Background: an optimization exercise with open tools, aiming at small area. Do not read the settings as production practice. Function was checked by simulation only, so behaviour that the tests miss may differ from the original. No activity file was given, so power comes from the tool's default toggle rates.

==> inputs of run G <==
==> flow/design.v (excerpt) <==
module edge_notify_backoff_logger (
	input  logic                  clk,
	input  logic                  arst_n,
	input  logic                  tick_valid,
	output logic                  tick_ready,
	input  logic [TIME_W-1:0]     tick_time_ms,
	input  logic                  tick_pin_level,
	output logic                  report_valid,
	input  logic                  report_ready,
	output logic                  report_type,
	output logic                  report_push_request,
	output logic                  report_led_state,
	output logic                  report_backoff_ended,
	output logic [CNT_W-1:0]      report_suppressed_count,
	output logic [CNT_W-1:0]      report_overrun_total,
	output logic [TIME_W-1:0]     report_log_time,
	output logic                  report_last,
	input  logic                  cfg_we,
	input  logic [CFG_IDX_W-1:0]  cfg_index,
	input  logic [CFG_DATA_W-1:0] cfg_data
);
	logic [1:0] ph_q;
	logic       ph0, ph3;
	logic              en_q, rise_q;
	logic [SECS_W-1:0] secs_q;
	logic              prev_q, primed_q, active_q, wp_q;
	logic [CNT_W-1:0]  supp_q, ovr_q;
	logic [2:0]        n_q, pc_q;
	logic [2:0]        st_q;
	logic              pp_q, logw_q, wfix_q, opened_q, ended_q;
	logic              rv_q, rtype_q;
	logic [TIME_W-1:0] wet_q, le_q;
	logic [TIME_W-1:0] s0_q, s1_q, s2_q, s3_q, s4_q, s5_q;
	logic [TIME_W-1:0] out_q;
	logic              c_sum_q, c_deb_q, gt_q, lt_q, lew_q, gl_q, ge_q;
	logic [TIME_W-1:0] wx, wy, wz;
	logic [7:0]        x_d, y_d, z_d, u_d;
	logic              b_u, b_w, b_u_q, b_w_q;
	logic [7:0]        t_d, w_d, k_d, l_d, sum_d, deb_d;
	logic              c_sum, c_deb, gt_n, lt_n, lew_n, gl_n, ge_n;
	logic              hit, open_win, supp_hit, wrap_fix, log_we, full;
	logic              wp2, act_or, ended, act_n;
	logic [CNT_W-1:0]  supp_n, ovr_n;
	logic [2:0]        n1;
	logic [CNT_W-1:0]  sc, oc;
	logic              cu, cw, cs, cd, g1, g2, g3, g4, g5;
	logic              push, acc_beat, acc_entry_more, pp_next, eva_end, purge;
	assign ph0 = (ph_q == 2'd0);
	assign ph3 = (ph_q == 2'd3);
	assign wx = {6'b0, secs_q, 10'b0};
	assign wy = {12'b0, secs_q, 4'b0};
	assign wz = {13'b0, secs_q, 3'b0};
	always_comb begin
		case (ph_q)
			2'd0: begin t_d = tick_time_ms[7:0];   x_d = wx[7:0];   y_d = wy[7:0];   z_d = wz[7:0];   end
  ...
==> flow/config.mk <==
export PLATFORM = sky130hd
export DESIGN_NAME = edge_notify_backoff_logger
export DESIGN_NICKNAME = edge_notify_backoff_logger
export VERILOG_FILES = /design/flow/design.v
export SDC_FILE = /design/flow/constraint.sdc
export NUM_CORES = 4
export LEC_CHECK = 0
export CAP_MARGIN = 20
export CORE_MARGIN = 2
export CORE_UTILIZATION = 40
export PLACE_DENSITY = 0.6
export SLEW_MARGIN = 20
==> flow/constraint.sdc <==
create_clock -name core_clock -period 8.0 [get_ports {clk}]
set_input_delay 1.6000 -clock core_clock [delete_from_list [all_inputs] [get_ports {clk}]]
set_output_delay 1.6000 -clock core_clock [all_outputs]
set_load 0.01 [all_outputs]
standard.sh (not shown) runs the stock make flow with config.mk's settings and CLKGATE_MAP_FILE= SYNTH_SCRIPT=/design/flow/synth_recipe.tcl, a recipe that flattens the netlist after the stock synthesis.
==> flow/flow/run.sh <==
#!/bin/bash
# Own layout flow: the standard layout (standard.sh), with two changes to how
# the layout is built:
#  - the port buffers that buffer_ports inserts use the smallest buffer, buf_1;
#  - clock tree synthesis uses clkbuf_16 with larger sink clusters (30 sinks,
#    80 um) and
#    inserts no dummy loads.
# Everything else (synthesis, floorplan, power grid, placement, routing) is the
# standard flow. The make output goes to flow_make.log in the work folder; the
# ORFS tool logs stay under orfs/logs.
set -euo pipefail
export BUFFER_PORTS_ARGS="-buffer_cell sky130_fd_sc_hd__buf_1"
export CTS_ARGS="-sink_clustering_enable -repair_clock_nets -dont_use_dummy_load -buf_list {sky130_fd_sc_hd__clkbuf_16} -sink_clustering_size 36 -sink_clustering_max_diameter 80"
bash standard.sh > flow_make.log 2>&1
==> inputs of run E, as changes to run G <==
--- a/flow/flow/run.sh
+++ b/flow/flow/run.sh
@@ -7,8 +7,8 @@
 #    inserts no dummy loads.
 # Everything else (synthesis, floorplan, power grid, placement, routing) is the
 # standard flow. The make output goes to flow_make.log in the work folder; the
 # ORFS tool logs stay under orfs/logs.
 set -euo pipefail
 export BUFFER_PORTS_ARGS="-buffer_cell sky130_fd_sc_hd__buf_1"
-export CTS_ARGS="-sink_clustering_enable -repair_clock_nets -dont_use_dummy_load -buf_list {sky130_fd_sc_hd__clkbuf_16} -sink_clustering_size 36 -sink_clustering_max_diameter 80"
+export CTS_ARGS="-sink_clustering_enable -repair_clock_nets -dont_use_dummy_load -buf_list {sky130_fd_sc_hd__clkbuf_16} -sink_clustering_size 30 -sink_clustering_max_diameter 80"
 bash standard.sh > flow_make.log 2>&1
CORE_UTILIZATION = 65   (was 40)
PLACE_DENSITY = 0.75   (was 0.6)
==> inputs of run H, as changes to run G <==
--- a/flow/design.v
+++ b/flow/design.v
@@ -87,41 +87,41 @@
 			(rise_q ? (tick_pin_level && !prev_q) : (!tick_pin_level && prev_q));
 		open_win = hit && !active_q;
 		cu = !ph0 && b_u_q;
 		cw = !ph0 && b_w_q;
 		cs = !ph0 && c_sum_q;
 		cd = !ph0 && c_deb_q;
-		g1 = !ph0 && gt_q;
+		g1 = ph0 || !gt_q;
 		g2 = !ph0 && lt_q;
 		g3 = ph0 || lew_q;
 		g4 = !ph0 && gl_q;
-		g5 = ph0 || ge_q;
+		g5 = !ph0 && !ge_q;
 		for (int i = 0; i < 8; i++) begin
 			u_d[i] = x_d[i] ^ y_d[i] ^ cu;
 			cu     = (!x_d[i] && y_d[i]) || (!(x_d[i] ^ y_d[i]) && cu);
 			w_d[i] = u_d[i] ^ z_d[i] ^ cw;
 			cw     = (!u_d[i] && z_d[i]) || (!(u_d[i] ^ z_d[i]) && cw);
 			sum_d[i] = t_d[i] ^ w_d[i] ^ cs;
 			cs       = (t_d[i] && w_d[i]) || ((t_d[i] ^ w_d[i]) && cs);
 			deb_d[i] = le_q[i] ^ k_d[i] ^ cd;
 			cd       = (le_q[i] && k_d[i]) || ((le_q[i] ^ k_d[i]) && cd);
-			g1 = (t_d[i] && !deb_d[i]) || (t_d[i] && g1) || (!deb_d[i] && g1);
+			g1 = (!t_d[i] && deb_d[i]) || (!t_d[i] && g1) || (deb_d[i] && g1);
 			g2 = (!t_d[i] && w_d[i]) || (!t_d[i] && g2) || (w_d[i] && g2);
 			g3 = (!t_d[i] && w_d[i]) || (!t_d[i] && g3) || (w_d[i] && g3);
 			g4 = (wet_q[i] && !l_d[i]) || (wet_q[i] && g4) || (!l_d[i] && g4);
-			g5 = (t_d[i] && !wet_q[i]) || (t_d[i] && g5) || (!wet_q[i] && g5);
+			g5 = (!t_d[i] && wet_q[i]) || (!t_d[i] && g5) || (wet_q[i] && g5);
 		end
 		b_u   = cu;
 		b_w   = cw;
 		c_sum = cs;
 		c_deb = cd;
-		gt_n  = g1;
+		gt_n  = !g1;
 		lt_n  = g2;
 		lew_n = g3;
 		gl_n  = g4;
-		ge_n  = g5;
+		ge_n  = !g5;
 		supp_hit = hit && active_q && gt_n;
 		wrap_fix = en_q && primed_q && !hit && active_q && lt_n && gl_n;
 		log_we   = open_win || supp_hit;
 		wp2      = (wp_q || (open_win && c_sum)) && !lew_n;
 		act_or   = active_q || open_win;
 		ended    = active_q && !wp2 && (wrap_fix || ge_n);
--- a/flow/flow/run.sh
+++ b/flow/flow/run.sh
@@ -7,8 +7,8 @@
 #    inserts no dummy loads.
 # Everything else (synthesis, floorplan, power grid, placement, routing) is the
 # standard flow. The make output goes to flow_make.log in the work folder; the
 # ORFS tool logs stay under orfs/logs.
 set -euo pipefail
 export BUFFER_PORTS_ARGS="-buffer_cell sky130_fd_sc_hd__buf_1"
-export CTS_ARGS="-sink_clustering_enable -repair_clock_nets -dont_use_dummy_load -buf_list {sky130_fd_sc_hd__clkbuf_16} -sink_clustering_size 36 -sink_clustering_max_diameter 80"
+export CTS_ARGS="-sink_clustering_enable -repair_clock_nets -dont_use_dummy_load -buf_list {sky130_fd_sc_hd__clkbuf_16} -sink_clustering_size 30 -sink_clustering_max_diameter 80"
 bash standard.sh > flow_make.log 2>&1
CORE_UTILIZATION = 65   (was 40)
GPL_TIMING_DRIVEN = 0   (was default)
PLACE_DENSITY = 0.75   (was 0.6)
==> notes <==
- The lowest critical path depth belongs to run H, the highest to run E.
- Run H went through all stages and came out clean. Run E produced a clean layout. Run G went through all stages and came out clean.
- The lowest clock power belongs to run H, the highest to run G.
- Of run H and run G, run G has the higher combinational power (gap about 6%, measured against run G).
- The highest sequential share of layout area belongs to run E, the lowest to run G.

## separate check: timing with driven ports
The flow's constraints put no driver on any port. The routed layouts listed below were extracted and timed again, unchanged, in two steps. Step 1 sets driving cells, clkbuf_16 on the clock port and buf_2 on the other inputs (assumed; they add their load-dependent delay and slew). Step 2 moves the port delays by t, midway between the first and last clock arrival at a register: inputs arrive t later, outputs are due t later. That takes back most of the time a late clock gives input paths. Three values: ideal, step 1, step 2; two values: the first two.
run	t (ns)	slack for setup (ns)	worst setup path at the end	worst register clock-pin slew, ns	worst slew at a driven data input, ns
run G	0.534	0.699 / 0.699 / 0.699	register to register	0.12 / 0.12	0.04
run E	0.530	0.574 / 0.574 / 0.574	register to register	0.10 / 0.10	0.04
run H	0.529	0.340 / 0.340 / 0.340	register to register	0.11 / 0.11	0.04
After both steps every run listed still meets setup and hold.
